From an optimization exercise on the open Yosys and OpenROAD flow, aimed at small area; shortcuts taken in it are not production practice. The RTL was checked by simulation tests, not by an equivalence proof against the original design. The flow treats the clock pin as an ideal source, which a real chip does not have.

## alpha
==> flow/design.v <==
module lost_chanbank #(
    parameter int NCHAN      = 8,
    parameter int FILT_LEN   = 3,
    parameter int DEPTH_LOG2 = 4,
    localparam int CHW       = $clog2(NCHAN)
) (
    input  logic                  clk,
    input  logic                  rstn,
    input  logic [NCHAN-1:0]      datain,
    input  logic [2*NCHAN-1:0]    edgemode,
    input  logic [63:0]           counterin,
    input  logic                  unload,
    input  logic [2:0]            byteaddr,
    input  logic [NCHAN-1:0]      clearoverrun,
    input  logic [CHW-1:0]        dropsel,
    output logic [7:0]            dataout,
    output logic [DEPTH_LOG2:0]   itemsinfifo,
    output logic [NCHAN-1:0]      overrun,
    output logic [7:0]            dropcnt,
    output logic                  attention
);
    localparam int TSW     = 63 - CHW;
    localparam int WW      = TSW + CHW + 1;      
    localparam int PW      = TSW + 1;            
    localparam int DEPTH   = 1 << DEPTH_LOG2;
    localparam int STARTUP = FILT_LEN + 4;
    localparam int SUW     = $clog2(STARTUP + 1);
    logic [SUW-1:0] st_cnt;
    logic           startup_evt, det_en;
    assign startup_evt = (st_cnt == SUW'(STARTUP - 1));
    assign det_en      = (st_cnt == SUW'(STARTUP));
    always_ff @(posedge clk or negedge rstn) begin
        if (!rstn)
            st_cnt <= '0;
        else if (!det_en)
            st_cnt <= st_cnt + 1'b1;
    end
    logic [NCHAN-1:0][1:0]          sync;
    logic [NCHAN-1:0][FILT_LEN-1:0] taps;
    logic [NCHAN-1:0]               filt, filt_q, evt, drop, ld;
    logic [NCHAN-1:0]               pend_v, gnt_oh;
    logic [NCHAN-1:0][PW-1:0]       pend;       
    always_ff @(posedge clk or negedge rstn) begin
        if (!rstn) begin
            sync   <= '0;
            taps   <= '0;
            filt   <= '0;
            filt_q <= '0;
            pend_v <= '0;
        end else begin
            for (int c = 0; c < NCHAN; c++) begin
                sync[c] <= {sync[c][0], datain[c]};
                taps[c] <= {taps[c][FILT_LEN-2:0], sync[c][1]};
                if (&taps[c])
                    filt[c] <= 1'b1;
                else if (~|taps[c])
                    filt[c] <= 1'b0;
                pend_v[c] <= ld[c] | (pend_v[c] & ~gnt_oh[c]);
            end
            filt_q <= filt;
        end
    end
    always_comb begin
        for (int c = 0; c < NCHAN; c++) begin
            if (startup_evt)
                evt[c] = |edgemode[2*c +: 2];
            else
                evt[c] = det_en & ((edgemode[2*c] & filt[c] & ~filt_q[c]) |
                                   (edgemode[2*c+1] & ~filt[c] & filt_q[c]));
            ld[c]   = evt[c] & (~pend_v[c] | gnt_oh[c]);
            drop[c] = evt[c] & pend_v[c] & ~gnt_oh[c];
        end
    end
    logic [NCHAN-1:0][PW-1:0] pend_nxt;
    for (genvar c = 0; c < NCHAN; c++) begin : g_pend
        lcb_hold #(.W(PW)) u_hold (
            .q(pend[c]), .d_n(~{counterin[TSW-1:0], filt[c]}), .hold(~ld[c]), .y(pend_nxt[c]));
    end
    always_ff @(posedge clk)
        pend <= pend_nxt;
    logic [CHW-1:0]        rr, gnt_idx;
    logic                  gnt_v, full, empty, can_wr, pop;
    logic [DEPTH_LOG2:0]   count;
    logic [DEPTH_LOG2-1:0] wptr, rptr;
    assign full   = count[DEPTH_LOG2];
    assign empty  = (count == '0);
    assign can_wr = !full || unload;    
    assign pop    = unload && !empty;
    logic             pick_v;
    logic [NCHAN-1:0] pick_oh;
    always_comb begin
        logic [CHW-1:0] cand;
        pick_v  = 1'b0;
        gnt_idx = '0;
        for (int i = 0; i < NCHAN; i++) begin
            cand = rr + CHW'(i);
            if (!pick_v && pend_v[cand]) begin
                pick_v  = 1'b1;
                gnt_idx = cand;
            end
        end
        pick_oh = '0;
        if (pick_v)
            pick_oh[gnt_idx] = 1'b1;
        gnt_v  = pick_v & can_wr;
        gnt_oh = pick_oh & {NCHAN{can_wr}};
    end
    logic [PW-1:0] wr_pay_n;
    for (genvar i = 0; i < PW; i++) begin : g_wr
        logic [2:0] part_n;
        lcb_ao3n u_a (.s(pick_oh[2:0]), .v({pend[2][i], pend[1][i], pend[0][i]}), .y_n(part_n[0]));
        lcb_ao3n u_b (.s(pick_oh[5:3]), .v({pend[5][i], pend[4][i], pend[3][i]}), .y_n(part_n[1]));
        lcb_ao2n u_c (.s(pick_oh[7:6]), .v({pend[7][i], pend[6][i]}), .y_n(part_n[2]));
        assign wr_pay_n[i] = &part_n;
    end
    logic [DEPTH-1:0][WW-1:0] mem, mem_nxt;
    always_ff @(posedge clk or negedge rstn) begin
        if (!rstn) begin
            wptr      <= '0;
            rptr      <= '0;
            count     <= '0;
            rr        <= '0;
            overrun   <= '0;
            attention <= 1'b0;
        end else begin
            if (gnt_v) begin
                wptr <= wptr + 1'b1;
                rr   <= gnt_idx + 1'b1;
            end
            if (pop)
                rptr <= rptr + 1'b1;
            case ({gnt_v, pop})
                2'b10:   count <= count + 1'b1;
                2'b01:   count <= count - 1'b1;
                default: ;
            endcase
            overrun   <= (overrun & ~clearoverrun) | drop;
            attention <= !empty || (|overrun);
        end
    end
    logic [WW-1:0] wr_word_n;
    assign wr_word_n = {wr_pay_n[PW-1:1], ~gnt_idx, wr_pay_n[0]};
    for (genvar w = 0; w < DEPTH; w++) begin : g_word
        lcb_hold #(.W(WW)) u_hold (
            .q(mem[w]), .d_n(wr_word_n), .hold(~(gnt_v && wptr == DEPTH_LOG2'(w))), .y(mem_nxt[w]));
    end
    always_ff @(posedge clk)
        mem <= mem_nxt;
    localparam int NB = DEPTH * WW / 8;         
    localparam int NG = (NB + 2) / 3;           
    logic [NB-1:0] rsel;
    always_comb
        for (int j = 0; j < NB; j++)
            rsel[j] = (rptr == DEPTH_LOG2'(j / (WW/8))) && (byteaddr == 3'(j % (WW/8)));
    for (genvar b = 0; b < 8; b++) begin : g_dout
        logic [NB-1:0] lane;
        logic [NG-1:0] grp_n;
        for (genvar j = 0; j < NB; j++) begin : g_lane
            assign lane[j] = mem[j / (WW/8)][8*(j % (WW/8)) + b];
        end
        for (genvar g = 0; g < NB / 3; g++) begin : g_grp
            lcb_ao3n u_g (.s(rsel[3*g +: 3]), .v(lane[3*g +: 3]), .y_n(grp_n[g]));
        end
        if (NB % 3 == 2) begin : g_tail
            lcb_ao2n u_t (.s(rsel[NB-2 +: 2]), .v(lane[NB-2 +: 2]), .y_n(grp_n[NG-1]));
        end
        lcb_nandn #(.N(NG)) u_or (.a(grp_n), .y(dataout[b]));
    end
    assign itemsinfifo = count;
    logic [NCHAN-1:0][7:0] dcnt;
    always_ff @(posedge clk or negedge rstn) begin
        if (!rstn) begin
            dcnt <= '0;
        end else begin
            for (int i = 0; i < NCHAN; i++) begin
                if (clearoverrun[i])
                    dcnt[i] <= drop[i] ? 8'd1 : 8'd0;
                else if (drop[i] && dcnt[i] != 8'hff)
                    dcnt[i] <= dcnt[i] + 1'b1;
            end
        end
    end
    logic [NCHAN-1:0] dsel;
    always_comb
        for (int i = 0; i < NCHAN; i++)
            dsel[i] = (dropsel == CHW'(i));
    for (genvar b = 0; b < 8; b++) begin : g_dcnt
        logic [2:0] part_n;
        lcb_ao3n u_a (.s(dsel[2:0]), .v({dcnt[2][b], dcnt[1][b], dcnt[0][b]}), .y_n(part_n[0]));
        lcb_ao3n u_b (.s(dsel[5:3]), .v({dcnt[5][b], dcnt[4][b], dcnt[3][b]}), .y_n(part_n[1]));
        lcb_ao2n u_c (.s(dsel[7:6]), .v({dcnt[7][b], dcnt[6][b]}), .y_n(part_n[2]));
        lcb_nandn #(.N(3)) u_or (.a(part_n), .y(dropcnt[b]));
    end
endmodule
module lcb_hold #(
    parameter int W = 1
) (
    input  logic [W-1:0] q,
    input  logic [W-1:0] d_n,
    input  logic         hold,
    output logic [W-1:0] y
);
    assign y = ~((d_n | {W{hold}}) & ~(q & {W{hold}}));
endmodule
module lcb_ao3n (
    input  logic [2:0] s,
    input  logic [2:0] v,
    output logic       y_n
);
    assign y_n = ~|(s & v);
endmodule
module lcb_ao2n (
    input  logic [1:0] s,
    input  logic [1:0] v,
    output logic       y_n
);
    assign y_n = ~|(s & v);
endmodule
module lcb_nandn #(
    parameter int N = 2
) (
    input  logic [N-1:0] a,
    output logic         y
);
    assign y = ~&a;
endmodule
Settings: LEC_CHECK=0, CAP_MARGIN=0, CORE_MARGIN=2, CORE_UTILIZATION=45, SLEW_MARGIN=0, SYNTH_HIERARCHICAL=1; clock period 8.0 ns.
standard.sh (not shown) runs the stock make flow with config.mk's settings and CLKGATE_MAP_FILE= SYNTH_SCRIPT=/design/flow/synth_recipe.tcl, a recipe that flattens the netlist after the stock synthesis.
==> flow/flow/run.sh <==
#!/bin/bash
# The standard layout (standard.sh, with the standard synthesis unchanged) plus:
#  - flow/downsize.tcl before floorplanning: each cell gets the smallest variant of its family,
#    and the repair steps size up again where timing, slew or capacitance need it;
#  - a clock tree of small buffers without dummy loads;
#  - flow/cts_leaf.tcl after CTS: smaller leaf clock buffers where the flip-flop clock slew allows;
#  - plain buf_1 cells as the port buffers;
# make's full output goes to flow_make.log; ORFS's per-step logs stay under orfs/logs/.
set -euo pipefail
here=$(pwd)
bash standard.sh finish \
  "PRE_FLOORPLAN_TCL=$here/flow/downsize.tcl" \
  "POST_CTS_TCL=$here/flow/cts_leaf.tcl" \
  "CTS_ARGS=-sink_clustering_enable -repair_clock_nets -dont_use_dummy_load -sink_clustering_size 16 -sink_clustering_max_diameter 50 -buf_list {sky130_fd_sc_hd__clkbuf_4 sky130_fd_sc_hd__clkbuf_8}" \
  "BUFFER_PORTS_ARGS=-buffer_cell sky130_fd_sc_hd__buf_1" \
  > flow_make.log 2>&1
==> flow/flow/cts_leaf.tcl <==
# After CTS: try a smaller clock buffer for each leaf buffer of the tree (one whose loads are all
# flip-flop clock pins) and keep it only while every flip-flop clock pin it drives keeps an
# estimated slew under leaf_slew_limit. The whole tree stays in place: only drive strengths change.
set leaf_slew_limit 0.105
set smaller {sky130_fd_sc_hd__clkbuf_4 sky130_fd_sc_hd__clkbuf_2}
estimate_parasitics -placement
proc leaf_sinks {inst} {
  set out [get_pins -of_objects $inst -filter "direction == output"]
  set net [get_nets -of_objects $out]
  set sinks {}
  foreach p [get_pins -of_objects $net -filter "direction == input"] {
    if {[get_property $p lib_pin_name] ne "CLK"} { return {} }
    lappend sinks $p
  }
  return $sinks
}
proc max_slew {pins} {
  set mx 0
  foreach p $pins { set s [get_property $p slew_max]; if {$s > $mx} { set mx $s } }
  return $mx
}
set n 0
foreach inst [get_cells -hierarchical *] {
  set m [get_property $inst ref_name]
  if {$m ne "sky130_fd_sc_hd__clkbuf_8" && $m ne "sky130_fd_sc_hd__clkbuf_16"} { continue }
  set sinks [leaf_sinks $inst]
  if {[llength $sinks] == 0} { continue }
  set best $m
  foreach c $smaller {
    replace_cell $inst $c
    estimate_parasitics -placement
    if {[max_slew $sinks] <= $leaf_slew_limit} { set best $c } else { break }
  }
  replace_cell $inst $best
  if {$best ne $m} { incr n }
}
estimate_parasitics -placement
puts "cts_leaf: $n leaf clock buffers given a smaller cell"
Other scripts of this flow, unchanged in this note and not shown: flow/flow/downsize.tcl
alpha: full flow OK, the timing, DRC and antenna checks passed
Setup changes, alpha to beta
--- a/flow/flow/run.sh
+++ b/flow/flow/run.sh
@@ -6 +5,0 @@
-#  - flow/cts_leaf.tcl after CTS: smaller leaf clock buffers where the flip-flop clock slew allows;
@@ -13 +11,0 @@
-  "POST_CTS_TCL=$here/flow/cts_leaf.tcl" \
--- a/flow/config.mk
+++ b/flow/config.mk
@@ -8 +8 @@
-export CAP_MARGIN = 0
+export CAP_MARGIN = 5
@@ -11 +11 @@
-export SLEW_MARGIN = 0
+export SLEW_MARGIN = 5
removed: flow/flow/cts_leaf.tcl
Results
Going from alpha to beta, layout buffering overhead excluding clock cells ~0 delta. As far as routing usage on met3 goes, alpha and beta are indistinguishable; the numbers are identical. Summary of beta over alpha: final-layout fill cell count saw little to no change; global-route wire length before repair essentially unchanged. Global-route track usage on met1: alpha vs beta, no meaningful difference.
Input-level comparison between gamma and beta:
--- a/flow/config.mk
+++ b/flow/config.mk
@@ -8 +8 @@
-export CAP_MARGIN = 5
+export CAP_MARGIN = 20
@@ -10,2 +10,2 @@
-export CORE_UTILIZATION = 45
-export SLEW_MARGIN = 5
+export CORE_UTILIZATION = 55
+export SLEW_MARGIN = 20
==> comparison <==
- Worst slew slack as a fraction of its limit (gamma over beta): decrease, 2.6 points
- Per the comparison of gamma with beta, share of final layout cell area taken by clock buffers and inverters stayed essentially flat; sequential share of layout area stayed essentially flat; depth of the critical timing path with buffers and inverters included rose by 1; least setup slack across all paths after layout rose by 81 ps; global-route usage rose by 6.0 points.
- Final worst-path cycle share was lower in gamma than in beta.
- Summary — final period demand of the worst path, gamma relative to beta: lower, by 81 ps.
- Looking at die area across both flows, gamma is the stronger of the two, with beta trailing.
> inputs changed (gamma -> delta)
--- a/flow/config.mk
+++ b/flow/config.mk
@@ -10 +10 @@
-export CORE_UTILIZATION = 55
+export CORE_UTILIZATION = 45
### Flow results
Higher worst slack at placement goes to gamma over delta. From gamma to delta the numbers moved as follows: clock network area share barely changed, clock transition at the register clock pins on the worst setup and hold paths after CTS barely changed, floorplan die height climbed 35 um, setup slack of the worst register-to-register path dropped 30 ps. Of the two values seen for termination of the worst setup path, dataout[5] was produced by gamma and dataout[7] by delta. Across both runs, sequential cell area share was lower for delta than for gamma. | transition at the pin with the smallest max-transition slack | delta vs gamma | ≈ equal |. The number of global-route vias before repair was comparable across gamma and delta. | global-route usage | lower: delta |.

[re-timing with driven ports]
The flow's constraints put no driver on any port. The routed layouts listed below were extracted and timed again, unchanged, in two steps. Step 1 assumes that a clkbuf_16 drives the clock port and a buf_2 every other input. Step 2, shift: input delay + t, output delay - t, t = (earliest + latest rising clock arrival at the registers) / 2. This alone moves slack from input paths to output paths. a / b / c = ideal / step 1 / step 2; a / b = the first two.
run | shift t [ns] | slack for setup (ns) | latest minus earliest clock arrival (ns)
alpha | 0.980 | 1.165 / 1.067 / 1.067 | 0.120 / 0.120
beta | 0.993 | 1.124 / 1.025 / 1.025 | 0.104 / 0.104
gamma | 0.904 | 1.205 / 1.131 / 1.131 | 0.087 / 0.086
delta | 0.987 | 1.187 / 1.082 / 1.082 | 0.103 / 0.104
After both steps setup and hold are still met in every run listed. The setup slack of delta, which loses most, moves by -0.105 ns with the drivers and by -0.105 ns with both steps.
